What follows belongs to an exercise in optimizing a design on an open flow for small area, a short achievable clock period and few clock cycles; a production flow would make more cautious choices.
Where RTL was checked, it was by simulation tests only, not by an equivalence proof against the original.
Function not checked in runs 3 and 8: the RTL went through the layout flow alone.

==> flow/design.v <==
module micro_ucr_hash_multi #(
    parameter int K   = 3,
    parameter int CUT = 25
) (
    input  logic        clk,
    input  logic        reset_n,
    input  logic        inicio,
    input  logic [95:0] bloque_datos,
    input  logic [31:0] nonce_inicial,
    input  logic [31:0] nonce_limite,
    input  logic [7:0]  target,
    output logic [23:0] bounty,
    output logic [31:0] nonce_ganador,
    output logic        terminado,
    output logic        agotado,
    output logic        ocupado,
    output logic [31:0] intentos
);
    localparam int NC = 1 << K;
    localparam int HB = 32 - K;
    localparam logic [31:0] PCW = (32'd1 << 15) | (32'd1 << 18) | (32'd1 << 21) |
                                  (32'd1 << 24) | (32'd1 << 27) | (32'd1 << 29) |
                                  (32'd1 << 30);
    typedef logic [7:0] byte_t;
    function automatic logic [255:0] sched(input logic [95:0] blk, input logic [31:0] n);
        byte_t w [32];
        for (int j = 0; j < 12; j++) w[j] = blk[95-8*j -: 8];
        for (int j = 0; j < 4; j++) w[12+j] = n[31-8*j -: 8];
        for (int j = 16; j < 32; j++) w[j] = w[j-3] | (w[j-9] ^ w[j-14]);
        for (int j = 0; j < 32; j++) sched[255-8*j -: 8] = w[j];
    endfunction
    function automatic byte_t wof(input logic [255:0] w, input int j);
        wof = w[255-8*j -: 8];
    endfunction
    function automatic byte_t kof(input int j);
        kof = (j <= 16) ? 8'h99 : 8'hA1;
    endfunction
    function automatic byte_t yv(input byte_t c3, input byte_t c2);
        yv = (c3 << 4) ^ c2 ^ (c2 << 4);
    endfunction
    function automatic byte_t addx(input byte_t l, input byte_t y, input byte_t wk);
        byte_t e;
        logic  cy, p;
        e  = y ^ wk;
        cy = 1'b0;
        for (int i = 0; i < 8; i++) begin
            p       = l[i] ^ e[i];
            addx[i] = l[i] ^ (e[i] ^ cy);
            cy      = p ? cy : wk[i];
        end
    endfunction
    function automatic byte_t chw(input byte_t wz, input byte_t wo, input int gi);
        chw = wz;
        for (int b = 0; b < K; b++) if ((gi >> b) & 1) chw[b] = wo[b];
    endfunction
    logic          busy_q, found_q, exh_q;
    logic [95:0]   blk_q;
    logic [HB-1:0] limh_q;
    logic [K-1:0]  liml_q, inil_q;
    logic [7:0]    tgt_q;
    logic [HB-1:0] base1_q;
    logic          first1_q;
    logic [NC-1:0] val1;
    logic          last1;
    always_comb begin
        for (int i = 0; i < NC; i++)
            val1[i] = ((base1_q < limh_q) || (base1_q == limh_q && K'(i) <= liml_q))
                      && (!first1_q || K'(i) >= inil_q);
        last1 = (base1_q >= limh_q);
    end
    logic [255:0] wz1, wo1;
    assign wz1 = sched(blk_q, {base1_q, {K{1'b0}}});
    assign wo1 = sched(blk_q, {base1_q, {K{1'b1}}});
    byte_t cs12, cs13, cs14, cs16;
    always_comb begin
        byte_t cs [17];
        cs[0] = 8'h88 + 8'(wof(wz1, 0) + 8'h99);
        cs[1] = 8'h97 + 8'(wof(wz1, 1) + 8'h99);
        cs[2] = addx(8'(8'hE0 ^ cs[0] ^ (cs[0] << 4)), 8'h00, 8'(wof(wz1, 2) + 8'h99));
        for (int j = 3; j <= 16; j++) begin
            if (j == 15) cs[j] = '0;
            else cs[j] = addx(yv(cs[j-3], cs[j-2]), 8'h00, 8'(wof(wz1, j) + 8'h99));
        end
        cs12 = cs[12]; cs13 = cs[13]; cs14 = cs[14]; cs16 = cs[16];
    end
    byte_t c15 [NC];
    always_comb begin
        for (int i = 0; i < NC; i++)
            c15[i] = addx(yv(cs12, cs13), 8'h00,
                          8'(chw(wof(wz1, 15), wof(wo1, 15), i) + 8'h99));
    end
    logic [HB-1:0] base2_q;
    logic [NC-1:0] val2_q;
    logic          last2_q, v2_q;
    logic [3:0]    c14_2;
    byte_t         c16_2, wk17_2, w18z_2;
    logic [K-1:0]  w18o_2;
    byte_t         c15_2 [NC];
    always_ff @(posedge clk) begin
        c14_2  <= cs14[3:0];
        c16_2  <= cs16;
        wk17_2 <= 8'(wof(wz1, 17) + 8'hA1);
        w18z_2 <= wof(wz1, 18);
        w18o_2 <= wof(wo1, 18);
        for (int i = 0; i < NC; i++) c15_2[i] <= c15[i];
    end
    logic [255:0] wz2, wo2;
    assign wz2 = sched(blk_q, {base2_q, {K{1'b0}}});
    assign wo2 = sched(blk_q, {base2_q, {K{1'b1}}});
    byte_t        wa3, wbz3;
    logic [K-1:0] wbo3;
    logic [HB-1:0] base3_q;
    logic [NC-1:0] val3_q;
    logic          last3_q, v3_q;
    always_ff @(posedge clk) begin
        wa3  <= PCW[CUT+1] ? wof(wz2, CUT+1) : 8'(wof(wz2, CUT+1) + 8'hA1);
        wbz3 <= PCW[CUT+2] ? wof(wz2, CUT+2) : 8'(wof(wz2, CUT+2) + 8'hA1);
        wbo3 <= PCW[CUT+2] ? wof(wo2, CUT+2) : 8'(wof(wz2, CUT+2) + 8'hA1);
    end
    logic [K-1:0] wao3;
    always_ff @(posedge clk) wao3 <= wof(wo2, CUT+1);
    logic [255:0] wz3, wo3;
    assign wz3 = sched(blk_q, {base3_q, {K{1'b0}}});
    assign wo3 = sched(blk_q, {base3_q, {K{1'b1}}});
    logic [23:0] hch [NC];
    byte_t       a31 [NC];
    genvar gi;
    generate
        for (gi = 0; gi < NC; gi++) begin : ch
            byte_t q1, q2, q3;        
            always_comb begin
                byte_t p1, p2, p3, c, wk;
                p3 = c15_2[gi]; p2 = c16_2;
                c  = addx(c16_2, yv({4'h0, c14_2}, c15_2[gi]), wk17_2);
                p1 = c;
                for (int j = 18; j <= CUT; j++) begin
                    if (j == 18)     wk = 8'(chw(w18z_2, {w18z_2[7:K], w18o_2}, gi) + 8'hA1);
                    else if (PCW[j]) wk = 8'(chw(wof(wz2, j), wof(wo2, j), gi) + 8'hA1);
                    else             wk = 8'(wof(wz2, j) + 8'hA1);
                    c  = addx(p1, yv(p3, p2), wk);
                    p3 = p2; p2 = p1; p1 = c;
                end
                q1 = p1; q2 = p2; q3 = p3;
            end
            logic [7:0] s1, s2;
            logic [3:0] s3;
            always_ff @(posedge clk) begin
                s1 <= q1; s2 <= q2; s3 <= q3[3:0];
            end
            always_comb begin
                byte_t p1, p2, p3, c, wk;
                p1 = s1; p2 = s2; p3 = {4'h0, s3};
                for (int j = CUT + 1; j <= 30; j++) begin
                    if (j == CUT + 1)
                        wk = PCW[j] ? 8'(chw(wa3, {wa3[7:K], wao3}, gi) + 8'hA1)
                                    : wa3;
                    else if (j == CUT + 2)
                        wk = PCW[j] ? 8'(chw(wbz3, {wbz3[7:K], wbo3}, gi) + 8'hA1)
                                    : wbz3;
                    else if (PCW[j]) wk = 8'(chw(wof(wz3, j), wof(wo3, j), gi) + 8'hA1);
                    else             wk = 8'(wof(wz3, j) + 8'hA1);
                    c  = addx(p1, yv(p3, p2), wk);
                    p3 = p2; p2 = p1; p1 = c;
                end
                a31[gi] = (p2 << 4) ^ p1;
                hch[gi] = {8'(a31[gi] + 8'h01), p1[3:0] ^ 4'h8, 4'h9,
                           8'((yv(p3, p2) ^ p1) + 8'(wof(wz3, 31) + 8'h9F))};
            end
        end
    endgenerate
    logic [7:0]    t1;
    logic          t_ff, t_nz;
    logic [NC-1:0] hit, one;
    assign t1   = tgt_q - 8'd1;
    assign t_ff = (tgt_q == 8'hFF);
    assign t_nz = (tgt_q != 8'h00);
    always_comb begin
        for (int i = 0; i < NC; i++)
            hit[i] = v3_q && val3_q[i] &&
                     (t_ff || (t_nz && ((a31[i] < t1) || (a31[i] == 8'hFF))));
    end
    logic [K-1:0] widx;
    logic [23:0]  whash;
    logic         any_hit;
    always_comb begin
        logic seen;
        seen  = 1'b0;
        widx  = '0;
        whash = '0;
        for (int i = 0; i < NC; i++) begin
            one[i] = hit[i] && !seen;
            seen   = seen || hit[i];
            widx   = widx | ({K{one[i]}} & K'(i));
            whash  = whash | ({24{one[i]}} & hch[i]);
        end
        any_hit = seen;
    end
    logic cargar, ganar, agotar;
    assign cargar = inicio;
    assign ganar  = busy_q && !inicio && any_hit;
    assign agotar = busy_q && !inicio && !any_hit && v3_q && last3_q;
    always_ff @(posedge clk) begin
        if (!reset_n) begin
            busy_q  <= 1'b0;
            found_q <= 1'b0;
            exh_q   <= 1'b0;
        end else if (cargar) begin
            busy_q  <= 1'b1;
            found_q <= 1'b0;
            exh_q   <= 1'b0;
        end else if (ganar) begin
            busy_q  <= 1'b0;
            found_q <= 1'b1;
        end else if (agotar) begin
            busy_q  <= 1'b0;
            exh_q   <= 1'b1;
        end
    end
    always_ff @(posedge clk) begin
        if (cargar) begin
            blk_q    <= bloque_datos;
            limh_q   <= nonce_limite[31:K];
            liml_q   <= nonce_limite[K-1:0];
            inil_q   <= nonce_inicial[K-1:0];
            tgt_q    <= target;
            base1_q  <= nonce_inicial[31:K];
            first1_q <= 1'b1;
        end else if (busy_q) begin
            if (!last1) base1_q <= base1_q + HB'(1);
            first1_q <= 1'b0;
        end
    end
    always_ff @(posedge clk) begin
        if (!reset_n || cargar) begin
            v2_q <= 1'b0;
            v3_q <= 1'b0;
        end else if (busy_q) begin
            v2_q <= 1'b1;
            v3_q <= v2_q;
        end
        base2_q <= base1_q;
        val2_q  <= val1;
        last2_q <= last1;
        base3_q <= base2_q;
        val3_q  <= val2_q;
        last3_q <= last2_q;
    end
    logic [23:0]   bounty_q;
    logic [K-1:0]  idx_q;
    logic [HB-1:0] nwin_q;
    always_ff @(posedge clk) begin
        if (busy_q) begin
            bounty_q <= {whash[23:12], any_hit, 2'b00, any_hit, whash[7:0]};
            idx_q    <= widx;
            nwin_q   <= base3_q & {HB{any_hit}};
        end
    end
    assign bounty        = bounty_q;
    assign nonce_ganador = {nwin_q, idx_q};
    assign ocupado       = busy_q;
    assign terminado     = found_q;
    assign agotado       = exh_q;
    assign intentos      = '0;
endmodule
==> flow/flow/run.sh <==
#!/bin/bash
# Layout flow: the standard ORFS layout, unchanged, except that timing
# repair aims for a setup slack margin well above zero so that the resizer
# works on the paths that set the achieved period (the 30 ns clock leaves
# them with positive slack, so a zero margin repairs nothing).
set -euo pipefail
cd "$(dirname "$0")/.."
export SETUP_SLACK_MARGIN=${FLOW_SETUP_MARGIN:-22.6}
bash standard.sh > standard_flow.log 2>&1
==> flow/standard.sh <==
#!/bin/bash
# synth_recipe.tcl (not shown) runs the flow's synth.tcl, then flattens the netlist and writes it again
# the make line also repeats each setting of config.mk as NAME=value (left out here)
make -C /OpenROAD-flow-scripts/flow DESIGN_CONFIG=/design/flow/config.mk WORK_HOME=/design/flow/orfs CLKGATE_MAP_FILE= SYNTH_SCRIPT=/design/flow/synth_recipe.tcl "${@:-finish}"
==> flow/config.mk <==
export PLATFORM = sky130hd
export DESIGN_NAME = micro_ucr_hash_multi
export DESIGN_NICKNAME = micro_ucr_hash_multi
export VERILOG_FILES = /design/flow/design.v
export SDC_FILE = /design/flow/constraint.sdc
export NUM_CORES = 4
export LEC_CHECK = 0
export CAP_MARGIN = 30
export CORE_MARGIN = 2
export CORE_UTILIZATION = 70
export SLEW_MARGIN = 30
==> flow/constraint.sdc <==
create_clock -name core_clock -period 30.0 [get_ports {clk}]
set_input_delay 6.0000 -clock core_clock [delete_from_list [all_inputs] [get_ports {clk}]]
set_output_delay 6.0000 -clock core_clock [all_outputs]
set_load 0.01 [all_outputs]
==> impl_metrics.csv, run 1 <==
group,metric,value,unit
status,outcome,"aborted with a tool error",
status,stop_stage,"global routing",
status,error,"[ERROR GRT-0232] Routing congestion too high. Check the congestion heatmap in the GUI.",
place,hpwl,211000,um
sta,crit_endpoint,"nonce_ganador[16]",
synth,synthAdderAreaFrac,0.09763,
synth,synth-xor-area-share,0.4940,
floorplan,pin_count,262,
place,io_buffers,227,
place,gp_congestion,1.097,
synth,syn_inst,6973,
clock_tree,h-tree-depth,2,
synth,ys_async_sr_fraction,0,
synth,synth.distinct_cells,107,
synth,ys.flop_type,"dfxtp_1",
synth,ys_seq_area_frac,0.1961,
synth,ys_ff_latch,531,
place,dpl_cell_area,0.06962,sq mm
synth,avgSynthCellArea,9.392,sq um
place,post-place-cells,8379,
sta,endpoint_type,"output port",
synth,synth.area.mux_share,0.03020,
clock_tree,cts_made_buffers,56,
synth,netlist_area,0.06549,sq mm
global_route,grt_usage,0.7754,
synth,ys.warnings.count,12,
synth,synth_compound_area_frac,0.06379,
floorplan,std_cell_rows,112,
floorplan,die_w,309.9,um
synth,synth_top_family_by_area,"XOR/XNOR gates",
clock_tree,clockBufferDepth,3,
global_route,grt.overflow.total,569,
synth,synth-edff-count,221,
clock_tree,cts.sinks,531,
place,pre_cts_ws,21230,ps
floorplan,start_util,0.7038,
clock_tree,root_buffer,"clkbuf_16",
global_route,grt_max_degree,125,
synth,yosys.area_share.simple,0.08683,
floorplan,die_y,309.9,um
how the worst max path moves through the flow:
stage	startpoint	endpoint	slack [ps]	cells after the start
4_1_cts	nwin_q[2]	nonce_ganador[5]	22580	1
3_5_place_dp	blk_q[33]	nwin_q[8]	21230	21
3_3_place_gp	blk_q[24]	bounty_q[12]	21360	22
2_1_floorplan	blk_q[24]	bounty_q[0]	22610	24
through the flow:
stage | util
after floorplan | -
after detailed placement | 0.7482
after global placement | 0.7474
after CTS | 0.7847
what timing repair did:
item	in CTS
hold buffers	0
pin swaps	31
endpoints found under the setup margin	161
setup buffers	81
cloned	1
gates resized for setup	234
kinds of logic after synthesis:
| kind of cell | count (synthesis) |
|---|---|
| XOR/XNOR | 3356 |
| AND/OR/NAND/NOR | 1151 |
| AO/OA/AOI/OAI | 678 |
| adder cells (fa/ha/maj) | 575 |
| flip-flops | 531 |
| buffers and inverters | 489 |
| multiplexers | 191 |
| other | 2 |
Yosys cell counts (89+ instances only):
| cell | n | area, sq um |
|---|---|---|
| edfxtp_1 | 221 | 6636 |
| inv_1 | 216 | 810.8 |
| clkbuf_1 | 162 | 608.1 |
| dfxtp_1 | 310 | 6206 |
| xor2_1 | 787 | 6893 |
| o21ai_0 | 184 | 920.9 |
| a21oi_1 | 205 | 1026 |
| ha_1 | 230 | 2878 |
| mux2i_1 | 150 | 1501 |
| nand3_1 | 89 | 445.4 |
| xnor3_1 | 166 | 3739 |
| nand2_1 | 329 | 1235 |
| xnor2_1 | 2345 | 20540 |
| maj3_1 | 323 | 3233 |
| nor2_1 | 269 | 1010 |
per-layer routing:
metal / global-route usage / overflow
met1: 0.8006 / 28
met2: 0.9178 / 286
met3: 0.6177 / 42
met4: 0.7508 / 212
met5: 0.3741 / 1
Testbench counts, summed over its fixed seeds: cycles 5,855.
==> inputs of run 2 (changes only) <==
--- a/flow/flow/run.sh
+++ b/flow/flow/run.sh
@@ -5,5 +5,5 @@
 # them with positive slack, so a zero margin repairs nothing).
 set -euo pipefail
 cd "$(dirname "$0")/.."
-export SETUP_SLACK_MARGIN=${FLOW_SETUP_MARGIN:-22.6}
+export SETUP_SLACK_MARGIN=${FLOW_SETUP_MARGIN:-22.8}
 bash standard.sh > standard_flow.log 2>&1
--- a/flow/config.mk
+++ b/flow/config.mk
@@ -7,5 +7,5 @@
 export LEC_CHECK = 0
 export CAP_MARGIN = 30
 export CORE_MARGIN = 2
-export CORE_UTILIZATION = 70
+export CORE_UTILIZATION = 55
 export SLEW_MARGIN = 30
==> impl_metrics.csv, run 2 <==
group,metric,value,unit
status,outcome,"complete, no violations",
synth,synth_top_area_cell,"xnor2_1",
worst_setup_path,cp-end-kind,"primary output",
detailed_routing,routed_wl,264600,um
final_layout,drive_gt1_frac,0.1431,
final_layout,final_nets,7797,
detailed_routing,antenna_left,0,
worst_setup_path,crit_slowest_cell,"edfxtp_1",
final_layout,finish.utilization,0.6486,
synth,netlist_area,0.06549,sq mm
clock_tree,clk_latency,730,ps
synth,yosysMostFrequentCell,"xnor2_1",
synth,syn_inst,6973,
sta,setup_violations,0,
clock_tree,cts.sinks,531,
clock_tree,root_buffer,"clkbuf_16",
worst_setup_path,path_cells,"buf_2",
run,drv_cap,0,
global_route,grt_pass1_wl,369600,um
worst_setup_path,worst-setup-path-type,"flop to primary output",
floorplan,std_cell_rows,126,
floorplan,die_area,0.1219,sq mm
synth,ys.warnings.count,12,
sta,timing.final.hold_violations,0,
synth,synth-edff-count,221,
final_layout,multiInputGateArea,0.05389,sq mm
sta,period_minus_slack,7433,ps
place,gp_congestion,1.033,
sta,drv_slew,0,
sta,rsz0062_at_grt,"true",
detailed_routing,drt-initial-drc-count,5806,
floorplan,die_y,349.1,um
clock_tree,h-tree-depth,2,
sta,holdWs,316.6,ps
global_route,grt_usage,0.4222,
final_layout,seq_area,0.01287,sq mm
final_layout,final_common_cell,"xnor2_1",
worst_setup_path,cpPeakStageDelay,500,ps
sta,max_freq,134.5,MHz
final_layout,most-common-layout-cells,"xnor2_1, xor2_1, buf_4",
sta,finalClockSkew,69.91,ps
clock_tree,cts_tree,"done",
floorplan,die_w,349.1,um
synth,avgSynthCellArea,9.392,sq um
global_route,grt.overflow.total,0,
global_route,grt_pass1_vias,52091,
detailed_routing,drt_pass1_iterations,7,
sta,finalSetupTns,0,ps
synth,ys.flop_type,"dfxtp_1",
detailed_routing,avgRoutedWirePerCell,29.46,um
worst_setup_path,crit_buf_inv,1,
synth,ys_ff_latch,531,
worst_setup_path,worstPathArrival,1430,ps
synth,synth.distinct_cells,107,
place,post-place-cells,8675,
worst_setup_path,critPathTopFamily,"flip-flops",
worst_hold_path,hold_path_class,"flop to flop",
final_layout,instances_no_fill,8983,
place,io_buffers,227,
global_route,grt_max_degree,79,
sta,fin_crit_sh,0.2478,
final_layout,largest_reg_flops,96,
place,hpwl,218100,um
clock_tree,clockBufferDepth,3,
floorplan,start_util,0.5546,
worst_setup_path,cp.required,24000,ps
floorplan,pin_count,262,
worst_setup_path,start_kind,"flop",
detailed_routing,num_vias,53747,
synth,ys_async_sr_fraction,0,
synth,synth_area_leaders,"xnor2_1, xor2_1, edfxtp_1, dfxtp_1, xnor3_1",
detailed_routing,via_per_inst,5.983,
final_layout,regMostFlops,"blk_q",
global_route,antenna_found_initial,8,
final_layout,synthToLayoutAreaGrowth,16.95,%
worst_setup_path,crit_path_max_fanout,1,
sta,slew_headroom,0.1186,
detailed_routing,drc,0,
final_layout,fill_cells,9887,
clock_tree,cts_made_buffers,61,
synth,ys_top_cells_by_count,"xnor2_1, xor2_1, nand2_1, maj3_1, dfxtp_1",
clock_tree,clk_pin_slew,70,ps
synth,ys_seq_area_frac,0.1961,
synth,synth_top_area_frac,0.3136,
floorplan,coreArea,0.1181,sq mm
sta,tightest_slew,1313,ps
[run 2: cell counts after synthesis]
No cell type changed its count.
[run 2: per-layer routing]
layer	routed length, um	vias to the layer above	global-route usage
li1	-	23954	-
met1	102200	25976	0.5272
met2	116300	2946	0.6593
met3	25650	865	0.09171
met4	20450	6	0.2709
met5	28	-	0
[run 2: kinds of logic after synthesis]
family,Yosys count,share of synthesized area
other cells,2,0.0001147
flops,531,0.1961
fa+ha+maj,575,0.09763
compound gates,678,0.06379
mux,191,0.03020
buf+inv,489,0.03133
simple gates,1151,0.08683
xor+xnor,3356,0.4940
[run 2: what timing repair did]
item                                    in CTS  in global routing
gates resized for setup                    488                246
pin swaps                                   62                 74
endpoints found under the setup margin     160                159
hold buffers                                 0                  0
gates cloned                                 1                  0
setup buffers                               97                 92
[run 2: final timing paths]
check / from / to / slack, ps / cells after the start
max reg2reg: wbz3[1] / bounty_q[16] / 22780 / 25
min: val2_q[6] / val3_q[6] / 320 / 0
min reg2reg: val2_q[6] / val3_q[6] / 320 / 0
max: nwin_q[22] / nonce_ganador[25] / 22570 / 1
[run 2: final cells by class]
class | count | share of cell area
Antenna cell | 4 | 0.0001307
Timing Repair Buffer | 584 | 0.06487
Clock buffer | 85 | 0.02282
Inverter | 227 | 0.01127
Tap cell | 1536 | 0.02509
Clock inverter | 29 | 0.004182
Sequential cell | 531 | 0.1680
Multi-Input combinational cell | 5987 | 0.7037
[run 2: per-stage QoR]
step	setup WS, ps	cell area, sq um
detailed placement	21270	70080
global route	22570	76580
finish	22570	76590
floorplan	22840	65650
CTS	22600	74310
global placement	21400	70010
==> inputs of run 3 (changes only) <==
--- a/flow/design.v
+++ b/flow/design.v
@@ -1,6 +1,6 @@
 module micro_ucr_hash_multi #(
     parameter int K   = 3,
-    parameter int CUT = 25
+    parameter int CUT = 26
 ) (
     input  logic        clk,
     input  logic        reset_n,
@@ -250,12 +250,12 @@
     logic [HB-1:0] nwin_q;
     always_ff @(posedge clk) begin
         if (busy_q) begin
-            bounty_q <= {whash[23:12], any_hit, 2'b00, any_hit, whash[7:0]};
+            bounty_q <= {whash[23:12], 4'h0, whash[7:0]};
             idx_q    <= widx;
             nwin_q   <= base3_q & {HB{any_hit}};
         end
     end
-    assign bounty        = bounty_q;
+    assign bounty        = {bounty_q[23:12], found_q, 2'b00, found_q, bounty_q[7:0]};
     assign nonce_ganador = {nwin_q, idx_q};
     assign ocupado       = busy_q;
     assign terminado     = found_q;
==> impl_metrics.csv, run 3 <==
group,metric,value,unit
floorplan,die_area,0.1209,sq mm
global_route,grt_pass1_wl,352100,um
place,hpwl,208500,um
worst_hold_path,hold_path_class,"flop to flop",
final_layout,synthToLayoutAreaGrowth,15.04,%
global_route,grt_pass1_vias,50620,
detailed_routing,num_vias,52223,
global_route,grt_max_degree,127,
worst_setup_path,cp-end-kind,"primary output",
synth,synth.distinct_cells,109,
synth,ys_ff_latch,530,
synth,avgSynthCellArea,9.284,sq um
clock_tree,cts.sinks,530,
status,outcome,"complete, no violations",
final_layout,final_nets,7791,
synth,synth_top_area_frac,0.3134,
sta,finalSetupTns,0,ps
worst_setup_path,critPathTopFamily,"flip-flops",
worst_setup_path,cpPeakStageDelay,530,ps
sta,drv_slew,0,
final_layout,regMostFlops,"blk_q",
final_layout,final_common_cell,"xnor2_1",
worst_setup_path,path_cells,"buf_2",
final_layout,largest_reg_flops,96,
sta,timing.final.hold_violations,0,
synth,ys.flop_type,"dfxtp_1",
sta,finalClockSkew,67.27,ps
detailed_routing,drt-initial-drc-count,5263,
synth,netlist_area,0.06500,sq mm
worst_setup_path,regToRegStartpoint,"blk_q[72]",
sta,period_minus_slack,7447,ps
place,io_buffers,227,
floorplan,die_y,347.8,um
worst_setup_path,worst-setup-path-type,"flop to primary output",
sta,fin_crit_sh,0.2482,
clock_tree,cts_made_buffers,60,
synth,yosysMostFrequentCell,"xnor2_1",
floorplan,pin_count,262,
global_route,antenna_found_initial,4,
synth,synth_area_leaders,"xnor2_1, xor2_1, edfxtp_1, dfxtp_1, maj3_1",
worst_setup_path,worstPathArrival,1450,ps
synth,ys_top_cells_by_count,"xnor2_1, xor2_1, nand2_1, dfxtp_1, maj3_1",
clock_tree,clockBufferDepth,3,
worst_setup_path,start_kind,"flop",
synth,ys_async_sr_fraction,0,
worst_hold_path,holdCritStartpoint,"val2_q[4]",
clock_tree,root_buffer,"clkbuf_16",
worst_setup_path,crit_path_max_fanout,1,
clock_tree,h-tree-depth,2,
sta,rsz0062_at_grt,"true",
clock_tree,clk_latency,720,ps
floorplan,std_cell_rows,126,
detailed_routing,antenna_left,0,
detailed_routing,via_per_inst,5.821,
global_route,met2_usage,0.6609,
sta,max_freq,134.3,MHz
synth,synth-edff-count,220,
run,drv_cap,0,
final_layout,most-common-layout-cells,"xnor2_1, xor2_1, nand2_1",
final_layout,fill_cells,10089,
worst_setup_path,crit_buf_inv,1,
global_route,use_met3,0.05696,
floorplan,start_util,0.5527,
sta,setup_violations,0,
detailed_routing,avgRoutedWirePerCell,27.79,um
synth,ys_seq_area_frac,0.1971,
worst_setup_path,cp.required,24000,ps
sta,slew_headroom,0.2937,
synth,synth_top_area_cell,"xnor2_1",
detailed_routing,drc,0,
clock_tree,clk_pin_slew,70,ps
detailed_routing,routed_wl,249300,um
floorplan,die_w,347.8,um
detailed_routing,drt_pass1_iterations,6,
synth,ys.warnings.count,12,
sta,tightest_slew,1052,ps
global_route,grt_use_met1,0.4952,
sta,holdWs,322.3,ps
worst_setup_path,worstSetupStartpoint,"nwin_q[5]",
floorplan,coreArea,0.1176,sq mm
global_route,grt_usage,0.4001,
global_route,grt.overflow.total,0,
synth,syn_inst,7001,
place,gp_congestion,1.024,
worst_setup_path,crit_slowest_cell,"edfxtp_1",
final_layout,drive_gt1_frac,0.1297,
clock_tree,cts_tree,"done",
clock_tree,cts_hold_buffers,0,
global_route,grt_busiest_layer,"met2",
==> run 3: changes by cell type after synthesis, sizes merged, moves of 13 or more <==
cell    before  now
a21oi      205  229
nand2      331  344
and2        35   62
clkbuf     163  140
xnor3      167  101
inv        223  202
xor2       796  858
nor2b       83   56
mux2i      156  139
==> run 3: area by class of cell <==
class	count	area, sq um	share of cell area
Antenna cell	3	7.507	0.0001004
Clock buffer	79	1705	0.02281
Clock inverter	33	344.1	0.004602
Inverter	209	795.8	0.01064
Multi-Input combinational cell	6049	52670	0.7044
Sequential cell	530	12820	0.1715
Tap cell	1536	1922	0.02570
Timing Repair Buffer	533	4508	0.06029
==> run 3: final timing paths <==
check,to,slack (ps),depth (start not counted)
setup / recovery,nonce_ganador[8],22550,1
hold / removal,val3_q[4],320,0
setup reg to reg,ch[5].s1[7],22760,24
hold reg to reg,val3_q[4],320,0
==> run 3: cell families (layout without fill, tap and decap cells) <==
| logic type | Yosys count | in the layout | synth area share |
|---|---|---|---|
| flops | 530 | 530 | 0.1971 |
| other cells | 2 | 38 | 0.0001155 |
| simple gates | 1175 | 1177 | 0.08943 |
| fa+ha+maj | 581 | 581 | 0.09971 |
| compound gates | 727 | 727 | 0.06955 |
| xor+xnor | 3350 | 3350 | 0.4855 |
| mux | 179 | 179 | 0.02870 |
| buf+inv | 457 | 854 | 0.02991 |
==> run 3: metrics by stage <==
stage / util / cell area (sq um) / cells / setup WS [ps]
3_5_place_dp: 0.5926 / 69700 / 8723 / 20940
5_1_grt: 0.6358 / 74770 / 8970 / 22530
3_3_place_gp: 0.5917 / 69580 / 8723 / 20900
2_1_floorplan: - / 65140 / 7034 / 22890
6_report: 0.6358 / 74770 / 8972 / 22550
4_1_cts: 0.6222 / 73170 / 8907 / 22530
==> run 3: repair_timing <==
| action | in CTS | in global routing |
|---|---|---|
| setup buffers | 71 | 59 |
| gates resized for setup | 414 | 173 |
| cloned | 1 | 1 |
| pin swaps | 40 | 27 |
| endpoints found under the setup margin | 256 | 149 |
==> run 3: per-layer routing <==
metal  wire length, um  share of wire
met5                 0              0
met4             18460          0.074
met3             18680          0.075
met2            114400           0.46
met1             97770           0.39
==> inputs of run 4 (changes only) <==
--- a/flow/design.v
+++ b/flow/design.v
@@ -249,11 +249,9 @@
     logic [K-1:0]  idx_q;
     logic [HB-1:0] nwin_q;
     always_ff @(posedge clk) begin
-        if (busy_q) begin
-            bounty_q <= {whash[23:12], 4'h0, whash[7:0]};
-            idx_q    <= widx;
-            nwin_q   <= base3_q & {HB{any_hit}};
-        end
+        bounty_q <= ({24{busy_q}} & {whash[23:12], 4'h0, whash[7:0]}) | ({24{!busy_q}} & bounty_q);
+        idx_q    <= ({K{busy_q}} & widx) | ({K{!busy_q}} & idx_q);
+        nwin_q   <= ({HB{busy_q}} & base3_q & {HB{any_hit}}) | ({HB{!busy_q}} & nwin_q);
     end
     assign bounty        = {bounty_q[23:12], found_q, 2'b00, found_q, bounty_q[7:0]};
     assign nonce_ganador = {nwin_q, idx_q};
--- a/flow/flow/run.sh
+++ b/flow/flow/run.sh
@@ -5,5 +5,5 @@
 # them with positive slack, so a zero margin repairs nothing).
 set -euo pipefail
 cd "$(dirname "$0")/.."
-export SETUP_SLACK_MARGIN=${FLOW_SETUP_MARGIN:-22.8}
+export SETUP_SLACK_MARGIN=${FLOW_SETUP_MARGIN:-23.1}
 bash standard.sh > standard_flow.log 2>&1
==> impl_metrics.csv, run 4 <==
group,metric,value,unit
status,outcome,"complete, no violations",
floorplan,start_util,0.5529,
synth,ys_async_sr_fraction,0,
global_route,grt_pass1_wl,363600,um
synth,synth.distinct_cells,105,
sta,rsz0062_at_grt,"true",
clock_tree,clk_pin_slew,60,ps
floorplan,die_w,347.9,um
final_layout,final_common_cell,"xnor2_1",
synth,ys.flop_type,"dfxtp_1",
sta,slew_headroom,0.1538,
worst_setup_path,critPathTopFamily,"flip-flops",
global_route,grt_pass1_vias,52751,
worst_setup_path,cpPeakStageDelay,440,ps
place,gp_congestion,1.080,
clock_tree,clockBufferDepth,3,
worst_setup_path,worst-setup-path-type,"flop to primary output",
worst_setup_path,path_cells,"buf_2",
final_layout,most-common-layout-cells,"xnor2_1, xor2_1, buf_4",
worst_setup_path,reg2reg_depth,25,
final_layout,multiInputGateArea,0.05573,sq mm
worst_setup_path,cp-end-kind,"primary output",
sta,setup_violations,0,
detailed_routing,num_vias,54380,
floorplan,coreArea,0.1176,sq mm
final_layout,finish.utilization,0.6709,
synth,avgSynthCellArea,9.172,sq um
floorplan,die_y,347.9,um
worst_hold_path,min_to,"val3_q[4]",
worst_hold_path,hold_path_class,"flop to flop",
worst_setup_path,start_kind,"flop",
sta,period_minus_slack,7294,ps
worst_setup_path,r2r-end,"ch[5].s1[7]",
worst_setup_path,crit_slowest_cell,"edfxtp_1",
sta,max_freq,137.1,MHz
worst_setup_path,worstPathArrival,1290,ps
place,hpwl,212700,um
global_route,antenna_found_initial,6,
worst_hold_path,holdCritStartpoint,"val2_q[4]",
clock_tree,cts_made_buffers,57,
synth,synth_top_area_frac,0.3164,
sta,fin_crit_sh,0.2431,
synth,synth_top_area_cell,"xnor2_1",
detailed_routing,drt_pass1_iterations,8,
detailed_routing,routed_wl,260500,um
worst_setup_path,crit_buf_inv,1,
run,drv_cap,0,
worst_hold_path,holdPathStages,0,
floorplan,die_area,0.1210,sq mm
clock_tree,cts_tree,"done",
final_layout,synthToLayoutAreaGrowth,21.33,%
clock_tree,h-tree-depth,2,
synth,ys_ff_latch,530,
sta,finalSetupTns,0,ps
synth,syn_inst,7090,
synth,yosysMostFrequentCell,"xnor2_1",
detailed_routing,avgRoutedWirePerCell,28.40,um
final_layout,fill_cells,9696,
clock_tree,root_buffer,"clkbuf_16",
clock_tree,cts.sinks,530,
final_layout,seq_area,0.01260,sq mm
sta,finalClockSkew,106.8,ps
worst_setup_path,rrSetupSlack,23070,ps
detailed_routing,via_per_inst,5.928,
global_route,grt.overflow.total,0,
sta,tightest_slew,1256,ps
synth,ys_top_cells_by_count,"xnor2_1, xor2_1, nand2_1, dfxtp_1, maj3_1",
final_layout,drive_gt1_frac,0.1908,
worst_setup_path,cp.required,24000,ps
detailed_routing,drc,0,
detailed_routing,drt-initial-drc-count,5417,
place,io_buffers,227,
worst_setup_path,regToRegStartpoint,"blk_q[72]",
clock_tree,clk_latency,750,ps
worst_setup_path,crit_path_max_fanout,1,
final_layout,final_nets,7991,
final_layout,regMostFlops,"blk_q",
final_layout,largest_reg_flops,96,
synth,ys.warnings.count,12,
sta,timing.final.hold_violations,0,
sta,drv_slew,0,
synth,synth_area_leaders,"xnor2_1, xor2_1, dfxtp_1, edfxtp_1, maj3_1",
synth,synth-edff-count,191,
synth,netlist_area,0.06503,sq mm
global_route,grt_max_degree,129,
detailed_routing,antenna_left,0,
floorplan,std_cell_rows,126,
synth,ys_seq_area_frac,0.1926,
global_route,grt_usage,0.4133,
floorplan,pin_count,262,
## run 4: changes by cell type after synthesis, sizes merged, moves of 26 or more
cell / previous run / this run
o2bb2ai: 1 / 30
edfxtp: 220 / 191
inv: 202 / 228
xnor2: 2367 / 2400
dfxtp: 310 / 339
## run 4: how the worst max path moves through the flow
stage	from	end	slack, ps	cells after the start
final	flop	bounty[5]	22710	1
after global routing	flop	bounty[5]	22710	1
after CTS	flop	bounty[5]	22700	1
after detailed placement	blk_q[16]	flop	21390	28
after global placement	blk_q[16]	flop	21440	28
after floorplan	inicio	base1_q[0]	23070	3
## run 4: cells by family after synthesis
logic type      share of synthesized area
xor+xnor                           0.4862
simple gates                      0.08934
compound gates                    0.07121
fa+ha+maj                          0.1017
flops                              0.1926
buf+inv                           0.03223
mux                               0.02657
other cells                     0.0001155
## run 4: final cells by class
cell class              instances  area share
repair buffers                658     0.07244
diodes                          6   0.0001903
clock inverters                28    0.004678
multi-input cells            6103      0.7063
inverters                     233     0.01139
well taps                    1536     0.02436
flip-flops and latches        530      0.1597
clock buffers                  79     0.02093
## run 4: metrics by stage
stage | hold slack (ps) | cells | instance area (sq um) | setup slack [ps]
global route | 331.3 | 9168 | 78890 | 22710
CTS | 325.9 | 9008 | 74850 | 22700
detailed placement | 312.1 | 8780 | 69510 | 21390
finish | 324.3 | 9173 | 78900 | 22710
floorplan | 309.6 | 7123 | 65190 | 23070
global placement | 311.4 | 8780 | 69440 | 21440
## run 4: repair_timing
action | CTS | global route
hold buffers | 0 | 0
setup buffers | 119 | 156
endpoints found under the setup margin | 289 | 162
resized for setup | 683 | 438
pin swaps | 70 | 171
cloned | 2 | 2
## run 4: routing by layer
| metal | vias to the layer above | global-route usage | wire (um) |
|---|---|---|---|
| li1 | 24419 | - | - |
| met1 | 26239 | 0.5099 | 99600 |
| met2 | 2868 | 0.6760 | 118900 |
| met3 | 852 | 0.06770 | 22280 |
| met4 | 2 | 0.2522 | 19740 |
| met5 | - | 0 | 12 |
Testbench counts of run 4, summed over its fixed seeds: cycles 5,855.
==> inputs of run 5 (changes only) <==
--- a/flow/flow/run.sh
+++ b/flow/flow/run.sh
@@ -5,5 +5,5 @@
 # them with positive slack, so a zero margin repairs nothing).
 set -euo pipefail
 cd "$(dirname "$0")/.."
-export SETUP_SLACK_MARGIN=${FLOW_SETUP_MARGIN:-23.1}
+export SETUP_SLACK_MARGIN=${FLOW_SETUP_MARGIN:-23}
 bash standard.sh > standard_flow.log 2>&1
--- a/flow/config.mk
+++ b/flow/config.mk
@@ -9,3 +9,4 @@
 export CORE_MARGIN = 2
 export CORE_UTILIZATION = 55
 export SLEW_MARGIN = 30
+export TNS_END_PERCENT = 10
==> impl_metrics.csv, run 5 <==
group,metric,value,unit
floorplan,die_area,0.1210,sq mm
clock_tree,root_buffer,"clkbuf_16",
final_layout,instances_no_fill,9052,
detailed_routing,num_vias,53711,
floorplan,die_y,347.9,um
synth,avgSynthCellArea,9.172,sq um
floorplan,std_cell_rows,126,
place,io_buffers,227,
worst_setup_path,worst-setup-path-type,"flop to primary output",
clock_tree,clk_latency,710,ps
worst_setup_path,cp.required,24000,ps
place,hpwl,218100,um
clock_tree,clk_pin_slew,70,ps
clock_tree,cts_made_buffers,57,
clock_tree,cts_hold_buffers,0,
global_route,grt_usage,0.4141,
worst_setup_path,crit_buf_inv,1,
worst_setup_path,cp-end-kind,"primary output",
detailed_routing,drc,0,
worst_setup_path,worstPathArrival,1300,ps
final_layout,final_common_cell,"xnor2_1",
floorplan,coreArea,0.1176,sq mm
detailed_routing,drt_pass1_iterations,8,
sta,drv_slew,0,
sta,period_minus_slack,7301,ps
place,gp_congestion,1.041,
final_layout,regMostFlops,"blk_q",
synth,synth_area_leaders,"xnor2_1, xor2_1, dfxtp_1, edfxtp_1, maj3_1",
synth,netlist_area,0.06503,sq mm
final_layout,finish.utilization,0.6468,
status,outcome,"complete, no violations",
clock_tree,h-tree-depth,2,
global_route,antenna_found_initial,1,
synth,synth_top_area_frac,0.3164,
sta,setup_violations,0,
sta,max_freq,137.0,MHz
final_layout,most-common-layout-cells,"xnor2_1, xor2_1, nand2_1",
synth,synth_top_area_cell,"xnor2_1",
worst_setup_path,path_cells,"buf_2",
detailed_routing,drt-initial-drc-count,5218,
detailed_routing,routed_wl,259600,um
worst_setup_path,cpPeakStageDelay,450,ps
synth,ys_top_cells_by_count,"xnor2_1, xor2_1, nand2_1, dfxtp_1, maj3_1",
worst_setup_path,start_kind,"flop",
final_layout,drive_gt1_frac,0.1472,
final_layout,synthToLayoutAreaGrowth,16.97,%
detailed_routing,via_per_inst,5.934,
synth,ys_async_sr_fraction,0,
sta,finalClockSkew,43.63,ps
detailed_routing,antenna_left,0,
sta,timing.final.hold_violations,0,
global_route,grt_max_degree,78,
clock_tree,cts_tree,"done",
floorplan,start_util,0.5529,
synth,synth.distinct_cells,105,
sta,fin_crit_sh,0.2434,
synth,ys_ff_latch,530,
synth,ys.flop_type,"dfxtp_1",
sta,tightest_slew,1009,ps
synth,ys_seq_area_frac,0.1926,
synth,syn_inst,7090,
clock_tree,clockBufferDepth,3,
global_route,grt_pass1_wl,363300,um
synth,ys.warnings.count,12,
worst_setup_path,crit_slowest_cell,"edfxtp_1",
synth,synth-edff-count,191,
final_layout,final_nets,7873,
sta,slew_headroom,0.3225,
clock_tree,cts.sinks,530,
final_layout,largest_reg_flops,96,
detailed_routing,avgRoutedWirePerCell,28.67,um
global_route,grt.overflow.total,0,
sta,finalSetupTns,0,ps
floorplan,die_w,347.9,um
worst_hold_path,hold_path_class,"flop to flop",
run,drv_cap,0,
place,post-place-cells,8790,
floorplan,pin_count,262,
worst_setup_path,crit_path_max_fanout,1,
global_route,grt_pass1_vias,52361,
sta,rsz0062_at_grt,"true",
synth,yosysMostFrequentCell,"xnor2_1",
worst_setup_path,critPathTopFamily,"flip-flops",
## run 5: cell counts after synthesis
Identical to the previous run, type by type.
## run 5: final cells by class
class	count	area [sq um]
antenna	3	7.507
inverter	233	880.8
clock buffer	81	1703
tap	1536	1922
timing repair buffer	541	4683
multi-input combinational	6102	54050
fill	9889	41540
clock inverter	26	257.7
sequential	530	12560
## run 5: logic make-up after synthesis
| group | share of synthesized area |
|---|---|
| AO/OA/AOI/OAI | 0.07121 |
| XOR/XNOR | 0.4862 |
| buffers and inverters | 0.03223 |
| AND/OR/NAND/NOR | 0.08934 |
| flip-flops | 0.1926 |
| other | 0.0001155 |
| multiplexers | 0.02657 |
| adder cells (fa/ha/maj) | 0.1017 |
## run 5: what timing repair did
item / in CTS / in global routing
gates cloned: 0 / 1
pin swaps: 37 / 74
setup buffers: 68 / 82
endpoints found under the setup margin: 186 / 227
gates resized for setup: 385 / 340
hold endpoints to repair: 0 / 0
## run 5: worst reg2reg max path: cells and delay by family, from the launching register on
family / cells / cell delay [ps]
AO/OA/AOI/OAI: 1 / 130
flip-flops: 1 / 320
XOR/XNOR: 13 / 4230
adder cells (fa/ha/maj): 3 / 1280
buffers and inverters: 1 / 300
AND/OR/NAND/NOR: 1 / 290
multiplexers: 2 / 480
## run 5: routing by layer
metal | share of wire | track usage
met3 | 0.078 | 0.06220
met5 | 0 | 0
met1 | 0.38 | 0.4944
met2 | 0.46 | 0.6867
met4 | 0.084 | 0.2848
## run 5: final timing paths
path	from	end	slack, ps	cells past startpoint
max	flop	bounty[5]	22700	1
min	val2_q[6]	val3_q[6]	320	0
max reg2reg	c16_2[0]	ch[6].s1[7]	22870	21
min reg2reg	val2_q[6]	val3_q[6]	320	0
## run 5: per-stage QoR
stage	area, sq um	hold WS (ps)	setup slack [ps]
2_1_floorplan	65180	309.6	23020
3_3_place_gp	69480	313.0	21570
3_5_place_dp	69550	312.1	21410
4_1_cts	73270	324.6	22690
5_1_grt	76060	329.5	22660
6_report	76060	324.4	22700
==> inputs of run 6 (changes only) <==
--- a/flow/flow/run.sh
+++ b/flow/flow/run.sh
@@ -5,5 +5,5 @@
 # them with positive slack, so a zero margin repairs nothing).
 set -euo pipefail
 cd "$(dirname "$0")/.."
-export SETUP_SLACK_MARGIN=${FLOW_SETUP_MARGIN:-23}
+export SETUP_SLACK_MARGIN=${FLOW_SETUP_MARGIN:-22.8}
 bash standard.sh > standard_flow.log 2>&1
==> impl_metrics.csv, run 6 <==
group,metric,value,unit
clock_tree,clk_latency,700,ps
floorplan,std_cell_rows,126,
synth,synth_top_area_frac,0.3164,
floorplan,coreArea,0.1176,sq mm
synth,avgSynthCellArea,9.172,sq um
worst_setup_path,cpPeakStageDelay,380,ps
floorplan,die_w,347.9,um
final_layout,drive_gt1_frac,0.1233,
detailed_routing,antenna_left,0,
detailed_routing,avgRoutedWirePerCell,28.48,um
global_route,grt_pass1_wl,361400,um
final_layout,largest_reg_flops,96,
synth,ys_seq_area_frac,0.1926,
sta,holdWs,320.3,ps
final_layout,regMostFlops,"blk_q",
synth,ys.warnings.count,12,
floorplan,start_util,0.5529,
worst_setup_path,cp.required,24000,ps
clock_tree,h-tree-depth,2,
worst_setup_path,path_cells,"dlygate4sd2_1",
final_layout,fill_cells,10035,
clock_tree,cts.sinks,530,
synth,yosysMostFrequentCell,"xnor2_1",
worst_setup_path,worst-setup-path-type,"flop to primary output",
place,io_buffers,227,
global_route,grt.overflow.total,0,
synth,ys_top_cells_by_count,"xnor2_1, xor2_1, nand2_1, dfxtp_1, maj3_1",
place,gp_congestion,1.042,
final_layout,final_nets,7847,
synth,ys_async_sr_fraction,0,
run,drv_cap,0,
worst_setup_path,crit_buf_inv,1,
clock_tree,cts_tree,"done",
global_route,grt_pass1_vias,51969,
sta,period_minus_slack,7341,ps
worst_setup_path,reg2reg_depth,23,
synth,synth.distinct_cells,105,
sta,drv_slew,0,
status,outcome,"complete, no violations",
synth,netlist_area,0.06503,sq mm
detailed_routing,routed_wl,257000,um
floorplan,pin_count,262,
sta,rsz0062_at_grt,"true",
sta,timing.final.hold_violations,0,
sta,setup_violations,0,
detailed_routing,drt_pass1_iterations,6,
sta,tightest_slew,1120,ps
global_route,grt_usage,0.4105,
final_layout,final_common_cell,"xnor2_1",
clock_tree,clk_pin_slew,70,ps
detailed_routing,num_vias,53097,
worst_setup_path,crit_path_max_fanout,2,
clock_tree,root_buffer,"clkbuf_16",
floorplan,die_y,347.9,um
place,hpwl,216200,um
worst_hold_path,holdPathStages,0,
sta,finalSetupTns,0,ps
worst_setup_path,worstPathArrival,1340,ps
global_route,grt_max_degree,134,
worst_hold_path,hold_path_class,"flop to flop",
final_layout,synthToLayoutAreaGrowth,14.89,%
sta,slew_headroom,0.2455,
worst_setup_path,cp-end-kind,"primary output",
synth,syn_inst,7090,
global_route,antenna_found_initial,5,
worst_setup_path,critPathTopFamily,"flip-flops",
detailed_routing,drt-initial-drc-count,5373,
worst_setup_path,cp_num_cells,1,
synth,ys.flop_type,"dfxtp_1",
synth,synth-edff-count,191,
detailed_routing,via_per_inst,5.885,
floorplan,die_area,0.1210,sq mm
synth,ys_ff_latch,530,
sta,finalClockSkew,37.07,ps
worst_setup_path,crit_slowest_cell,"dfxtp_1",
synth,synth_top_area_cell,"xnor2_1",
sta,fin_crit_sh,0.2447,
clock_tree,clockBufferDepth,3,
clock_tree,cts_made_buffers,57,
clock_tree,cts_hold_buffers,0,
synth,synth_area_leaders,"xnor2_1, xor2_1, dfxtp_1, edfxtp_1, maj3_1",
final_layout,most-common-layout-cells,"xnor2_1, xor2_1, nand2_1",
worst_setup_path,start_kind,"flop",
sta,max_freq,136.2,MHz
detailed_routing,drc,0,
==> run 6: layout make-up <==
cell class	instances	area [sq um]	share of cell area
inverters	233	884.6	0.01184
diodes	1	2.502	0.00003349
clock inverters	30	274.0	0.003667
multi-input cells	6102	53050	0.7101
flip-flops and latches	530	12550	0.1679
well taps	1536	1922	0.02572
clock buffers	76	1589	0.02127
repair buffers	515	4441	0.05943
==> run 6: what timing repair did <==
action | in CTS | in global routing
setup endpoints to repair | 241 | 222
pin swaps | 19 | 58
cloned | 0 | 1
setup buffers | 42 | 74
resized for setup | 221 | 280
==> run 6: logic make-up after synthesis <==
family	count (synthesis)	share of synthesized area
xor gates and xnor gates	3369	0.4862
and+or+nand+nor	1181	0.08934
AOI/OAI and AO/OA	755	0.07121
adders and majority gates	595	0.1017
DFF	530	0.1926
buffers and inverters	491	0.03223
muxes	167	0.02657
other	2	0.0001155
==> run 6: path summary, 6_finish.rpt <==
path,start,end,slack [ps]
setup reg to reg,blk_q[73],ch[5].s2[7],22800
hold / removal,val2_q[1],val3_q[1],320
hold reg to reg,val2_q[1],val3_q[1],320
setup / recovery,nwin_q[19],nonce_ganador[22],22660
==> run 6: metal layers <==
layer  GRT usage  part of all wire  vias to the layer above  wire [um]
met1      0.5017              0.38                    25449      98070
met5           0           0.00012                        -         32
met4      0.2665             0.079                        4      20380
met2      0.6813              0.46                     2666     118500
met3     0.05167             0.078                      810      19980
li1            -                 -                    24168          -
==> run 6: per-stage QoR <==
| stage | instances | area [sq um] | utilization | worst slack [ps] |
|---|---|---|---|---|
| CTS | 8945 | 72560 | 0.6169 | 22600 |
| global placement | 8797 | 69530 | 0.5912 | 21390 |
| global route | 9022 | 74710 | 0.6353 | 22640 |
| floorplan | 7123 | 65170 | - | 22890 |
| detailed placement | 8797 | 69590 | 0.5917 | 21300 |
| finish | 9023 | 74710 | 0.6353 | 22660 |
==> inputs of run 7 (changes only) <==
--- a/flow/config.mk
+++ b/flow/config.mk
@@ -5,8 +5,7 @@
 export SDC_FILE = /design/flow/constraint.sdc
 export NUM_CORES = 4
 export LEC_CHECK = 0
-export CAP_MARGIN = 30
+export CAP_MARGIN = 15
 export CORE_MARGIN = 2
 export CORE_UTILIZATION = 55
-export SLEW_MARGIN = 30
-export TNS_END_PERCENT = 10
+export SLEW_MARGIN = 15
==> impl_metrics.csv, run 7 <==
group,metric,value,unit
worst_setup_path,r2r-end,"ch[2].s1[7]",
detailed_routing,routed_wl,256600,um
synth,synth-edff-count,191,
sta,timing.final.hold_violations,0,
worst_hold_path,holdPathStages,0,
clock_tree,cts_made_buffers,58,
clock_tree,h-tree-depth,2,
sta,rsz0062_at_grt,"true",
final_layout,final_nets,7850,
detailed_routing,drt-initial-drc-count,5124,
worst_setup_path,cp-end-kind,"primary output",
worst_setup_path,worst-setup-path-type,"flop to primary output",
worst_setup_path,critPathTopFamily,"flip-flops",
final_layout,fill_cells,10101,
worst_setup_path,cp_num_cells,1,
clock_tree,cts_tree,"done",
detailed_routing,num_vias,53111,
floorplan,coreArea,0.1176,sq mm
place,io_buffers,227,
worst_setup_path,regToRegStartpoint,"blk_q[32]",
worst_setup_path,crit_path_max_fanout,1,
worst_setup_path,crit_slowest_cell,"edfxtp_1",
global_route,grt_pass1_wl,360800,um
sta,setup_violations,0,
synth,synth_area_leaders,"xnor2_1, xor2_1, dfxtp_1, edfxtp_1, maj3_1",
status,outcome,"complete, no violations",
place,dpl_cell_area,0.06953,sq mm
sta,max_freq,135.7,MHz
clock_tree,clk_latency,710,ps
synth,ys_ff_latch,530,
detailed_routing,drc,0,
sta,drv_slew,0,
worst_setup_path,crit_buf_inv,1,
synth,avgSynthCellArea,9.172,sq um
worst_hold_path,holdCritStartpoint,"val2_q[2]",
worst_setup_path,start_kind,"flop",
worst_setup_path,reg2reg_depth,21,
worst_setup_path,worstPathArrival,1370,ps
worst_setup_path,rrSetupSlack,22850,ps
global_route,grt_usage,0.4102,
final_layout,most-common-layout-cells,"xnor2_1, xor2_1, nand2_1",
final_layout,design_area,0.07457,sq mm
clock_tree,root_buffer,"clkbuf_16",
synth,ys_async_sr_fraction,0,
floorplan,pin_count,262,
synth,synth.distinct_cells,105,
synth,netlist_area,0.06503,sq mm
place,gp_congestion,1.042,
sta,slew_headroom,0.07184,
synth,syn_inst,7090,
sta,fin_crit_sh,0.2457,
worst_setup_path,path_cells,"buf_2",
synth,ys.warnings.count,12,
clock_tree,cts.sinks,530,
worst_setup_path,cpPeakStageDelay,480,ps
detailed_routing,drt_pass1_iterations,6,
clock_tree,clockBufferDepth,3,
final_layout,final_common_cell,"xnor2_1",
sta,period_minus_slack,7372,ps
global_route,grt.overflow.total,0,
sta,tightest_slew,1382,ps
sta,finalSetupTns,0,ps
global_route,grt_pass1_vias,52042,
floorplan,start_util,0.5529,
sta,finalClockSkew,41.85,ps
worst_hold_path,min_to,"val3_q[2]",
place,hpwl,216000,um
clock_tree,clk_pin_slew,70,ps
synth,ys.flop_type,"dfxtp_1",
worst_hold_path,hold_path_class,"flop to flop",
detailed_routing,antenna_left,0,
final_layout,regMostFlops,"blk_q",
floorplan,die_w,347.9,um
synth,yosysMostFrequentCell,"xnor2_1",
detailed_routing,avgRoutedWirePerCell,28.41,um
floorplan,die_y,347.9,um
global_route,grt_max_degree,134,
run,drv_cap,0,
worst_setup_path,cp.required,24000,ps
synth,ys_top_cells_by_count,"xnor2_1, xor2_1, nand2_1, dfxtp_1, maj3_1",
detailed_routing,via_per_inst,5.882,
final_layout,drive_gt1_frac,0.1288,
global_route,antenna_found_initial,7,
final_layout,largest_reg_flops,96,
floorplan,std_cell_rows,126,
floorplan,die_area,0.1210,sq mm
synth,synth_top_area_cell,"xnor2_1",
synth,synth_top_area_frac,0.3164,
synth,ys_seq_area_frac,0.1926,
final_layout,synthToLayoutAreaGrowth,14.67,%
==> run 7: cell counts after synthesis <==
No cell type changed its count.
==> run 7: cells by family after synthesis <==
group	Yosys count	synth area share
simple gates	1181	0.08934
other cells	2	0.0001155
mux	167	0.02657
buf+inv	491	0.03223
xor+xnor	3369	0.4862
fa+ha+maj	595	0.1017
flops	530	0.1926
compound gates	755	0.07121
==> run 7: worst max-delay path by stage <==
| stage | from | end | slack (ps) |
|---|---|---|---|
| final | flop | bounty[3] | 22630 |
| after global routing | blk_q[73] | ch[2].s1[7] | 22620 |
| after CTS | blk_q[25] | flop | 22620 |
| after detailed placement | blk_q[40] | flop | 21300 |
| after global placement | blk_q[40] | flop | 21390 |
| after floorplan | inicio | base1_q[0] | 22890 |
==> run 7: metal layers <==
metal | routed length [um] | track usage | share of wire
met1 | 98090 | 0.4925 | 0.38
met2 | 118200 | 0.6832 | 0.46
met3 | 19710 | 0.06209 | 0.077
met4 | 20470 | 0.2673 | 0.080
met5 | 46 | 0 | 0.00018
==> run 7: worst reg2reg max path: stages (launching register included) <==
cell and delay, ps:
edfxtp_1 430, buf_4 190, xnor2_2 230, buf_4 180, buf_4 120, nand4_1 440, xnor2_1 710, nor2_1 330
o2111a_1 330, nor4_2 470, and2_1 300, xor2_1 320, inv_1 130, maj3_1 410, xnor2_1 270, xnor2_1 240
maj3_1 470, maj3_2 390, xnor2_1 290, mux2_2 400, mux2i_1 150, xnor3_1 230
==> run 7: area by class of cell <==
type	count	area [sq um]	share of cell area
inverters	233	882.1	0.01183
repair buffers	517	4325	0.05800
multi-input cells	6102	52930	0.7098
clock buffers	79	1602	0.02148
clock inverters	31	331.6	0.004446
flip-flops and latches	530	12570	0.1686
diodes	2	5.005	0.00006711
well taps	1536	1922	0.02577
==> run 7: what timing repair did <==
action,CTS,global route
hold buffers,0,0
setup buffers,52,68
gates cloned,0,1
gates resized for setup,420,222
pin swaps,27,32
setup endpoints to repair,240,130
==> run 7: through the flow <==
stage	utilization	setup WS, ps	hold WS, ps	std cells
after floorplan	-	22890	309.6	7123
after global placement	0.5912	21390	312.4	8797
after detailed placement	0.5912	21300	312.1	8797
after CTS	0.6175	22620	325.2	8959
after global routing	0.6340	22620	328.6	9028
final	0.6341	22630	324.5	9030
==> inputs of run 8 (changes only) <==
--- a/flow/design.v
+++ b/flow/design.v
@@ -1,5 +1,5 @@
 module micro_ucr_hash_multi #(
-    parameter int K   = 3,
+    parameter int K   = 4,
     parameter int CUT = 26
 ) (
     input  logic        clk,
--- a/flow/config.mk
+++ b/flow/config.mk
@@ -5,7 +5,7 @@
 export SDC_FILE = /design/flow/constraint.sdc
 export NUM_CORES = 4
 export LEC_CHECK = 0
-export CAP_MARGIN = 15
+export CAP_MARGIN = 30
 export CORE_MARGIN = 2
 export CORE_UTILIZATION = 55
-export SLEW_MARGIN = 15
+export SLEW_MARGIN = 30
==> impl_metrics.csv, run 8 <==
group,metric,value,unit
sta,slew_headroom,0.1020,
final_layout,final_common_cell,"xnor2_1",
synth,avgSynthCellArea,8.923,sq um
detailed_routing,num_vias,92948,
sta,period_minus_slack,7512,ps
floorplan,std_cell_rows,156,
status,outcome,"complete, no violations",
global_route,grt_max_degree,97,
sta,timing.final.hold_violations,0,
sta,finalSetupTns,0,ps
clock_tree,clockBufferDepth,3,
synth,ys.flop_type,"dfxtp_1",
clock_tree,cts_hold_buffers,0,
final_layout,most-common-layout-cells,"xnor2_1, xor2_1, buf_4",
floorplan,die_y,429.1,um
worst_setup_path,reg2reg_depth,23,
place,gp_congestion,1.095,
clock_tree,clk_latency,820,ps
sta,tightest_slew,1337,ps
worst_setup_path,r2r-end,"c15_2[2][7]",
final_layout,regMostFlops,"blk_q",
clock_tree,cts_tree,"done",
worst_setup_path,regToRegStartpoint,"blk_q[64]",
worst_setup_path,worst-setup-path-type,"flop to flop",
place,pre_cts_ws,20670,ps
sta,finalClockSkew,104.2,ps
sta,rsz0062_at_grt,"true",
synth,ys_top_cells_by_count,"xnor2_1, xor2_1, nand2_1, nor2_1, dfxtp_1",
clock_tree,clk_pin_slew,70,ps
synth,ys_ff_latch,672,
place,hpwl,392100,um
synth,synth-edff-count,192,
synth,ys_seq_area_frac,0.1547,
detailed_routing,drt-initial-drc-count,13620,
final_layout,final_nets,12361,
worst_hold_path,holdCritStartpoint,"val2_q[3]",
global_route,grt.overflow.total,0,
worst_hold_path,hold_path_class,"flop to flop",
floorplan,coreArea,0.1802,sq mm
worst_setup_path,crit_path_max_fanout,7,
global_route,grt_pass1_vias,87624,
detailed_routing,via_per_inst,6.505,
clock_tree,cts_made_buffers,74,
synth,syn_inst,11138,
final_layout,drive_gt1_frac,0.1881,
final_layout,largest_reg_flops,96,
detailed_routing,avgRoutedWirePerCell,34.86,um
floorplan,die_area,0.1841,sq mm
clock_tree,h-tree-depth,3,
floorplan,pin_count,262,
sta,fin_crit_sh,0.2504,
sta,max_freq,133.1,MHz
synth,synth.distinct_cells,121,
worst_setup_path,cp.required,30620,ps
worst_hold_path,holdPathStages,0,
sta,setup_violations,0,
clock_tree,root_buffer,"clkbuf_16",
final_layout,synthToLayoutAreaGrowth,20.15,%
place,dpl_cell_area,0.1061,sq mm
global_route,grt_usage,0.5048,
detailed_routing,routed_wl,498100,um
worst_setup_path,worstPathArrival,8140,ps
synth,synth_area_leaders,"xnor2_1, xor2_1, dfxtp_1, edfxtp_1, ha_1",
synth,yosysMostFrequentCell,"xnor2_1",
synth,netlist_area,0.09938,sq mm
detailed_routing,antenna_left,0,
sta,layout_setup_ws,22490,ps
floorplan,start_util,0.5516,
floorplan,die_w,429.1,um
global_route,grt_use_met1,0.5856,
place,io_buffers,227,
worst_setup_path,start_kind,"flop",
global_route,grt_busiest_layer,"met2",
synth,synth_top_area_cell,"xnor2_1",
clock_tree,cts.sinks,672,
global_route,antenna_found_initial,16,
final_layout,instances_no_fill,14288,
worst_setup_path,rrSetupSlack,22490,ps
global_route,met2_usage,0.7528,
global_route,grt_pass1_wl,663500,um
synth,ys_async_sr_fraction,0,
synth,synth_top_area_frac,0.3384,
sta,drv_slew,0,
run,drv_cap,0,
place,post-place-cells,13681,
final_layout,design_area,0.1194,sq mm
detailed_routing,drc,0,
worst_setup_path,cp-end-kind,"flop",
global_route,use_met3,0.1348,
detailed_routing,drt_pass1_iterations,9,
synth,ys.warnings.count,12,
worst_hold_path,min_to,"val3_q[3]",
[run 8: repair_timing]
| item | in CTS | in global routing |
|---|---|---|
| setup buffers | 218 | 220 |
| resized for setup | 912 | 582 |
| endpoints found under the setup margin | 294 | 187 |
| gates cloned | 4 | 6 |
| pin swaps | 108 | 176 |
| hold endpoints to repair | 0 | 0 |
[run 8: cells by family after synthesis]
| kind of cell | share of synthesized area |
|---|---|
| compound gates | 0.09074 |
| mux | 0.03355 |
| xor+xnor | 0.5086 |
| other cells | 0.00007557 |
| fa+ha+maj | 0.09406 |
| flops | 0.1547 |
| buf+inv | 0.03040 |
| simple gates | 0.08783 |
[run 8: worst max-delay path by stage]
stage	from	to	slack, ps
final	blk_q[64]	c15_2[2][7]	22490
after global routing	wbz3[1]	flop	22430
after CTS	flop	bounty[14]	22530
after detailed placement	wbz3[0]	flop	20670
after global placement	blk_q[16]	flop	20260
after floorplan	inicio	base1_q[0]	22830
[run 8: layout make-up]
type,instances,area (sq um)
multi-input combinational,9767,88370
fill,13774,60750
inverter,313,1254
clock buffer,105,2135
timing repair buffer,1008,8731
antenna,21,52.55
sequential,672,15450
clock inverter,31,444.2
tap,2370,2965
timing repair inverter,1,8.758
[run 8: critical path: stages, from the launching register on]
cell and delay [ps]:
edfxtp_1 490, buf_4 190, inv_1 90, ha_2 330, ha_4 350, ha_1 300
ha_1 400, ha_1 250, xor2_1 180, xnor2_1 640, o21ai_0 400, maj3_1 490
maj3_1 450, xnor2_2 200, xnor2_2 160, buf_4 170, ha_4 340, clkinvlp_4 220
nor2_4 360, buf_4 210, a21oi_1 60, maj3_1 430, maj3_1 390, xor2_1 230
[run 8: per-layer routing]
layer,vias to the layer above,part of all wire
met2,7553,0.41
met4,8,0.12
met5,-,0.00011
met1,44091,0.35
li1,38594,-
met3,2702,0.12
[run 8: stage by stage]
| stage | hold WS, ps | util |
|---|---|---|
| 2_1_floorplan | 309.6 | - |
| 3_3_place_gp | 311.3 | 0.5877 |
| 3_5_place_dp | 312.1 | 0.5887 |
| 4_1_cts | 322.4 | 0.6330 |
| 5_1_grt | 333.4 | 0.6626 |
| 6_report | 324.3 | 0.6628 |

-- static timing again, ports no longer ideal --
The flow's constraints put no driver on any port. The routed layouts listed below were extracted and timed again, unchanged, in two steps.
Step 1 assumes that a clkbuf_16 drives the clock port and a buf_2 every other input.
Step 2 times the ports against the registers' clock, not the clock port: input delays grow and output delays shrink by t, the midpoint of the rising clock arrivals with the driver on.
Slacks: ideal / step 1 / step 2; pairs: ideal / step 1.
run	t (ns)	setup slack, ns	worst slew at a driven data input, ns
run 2	0.782	22.567 / 22.484 / 22.236	0.07
run 3	0.768	22.553 / 22.471 / 22.224	0.10
run 4	0.777	22.707 / 22.625 / 22.406	0.06
run 5	0.768	22.699 / 22.616 / 22.273	0.06
run 6	0.760	22.659 / 22.577 / 22.053	0.06
run 7	0.765	22.628 / 22.551 / 22.327	0.06
run 8	0.873	22.488 / 22.416 / 21.972	0.10
After both steps every run listed still meets setup and hold. The setup slack of run 6, which loses most, moves by -0.082 ns with the drivers and by -0.606 ns with both steps.
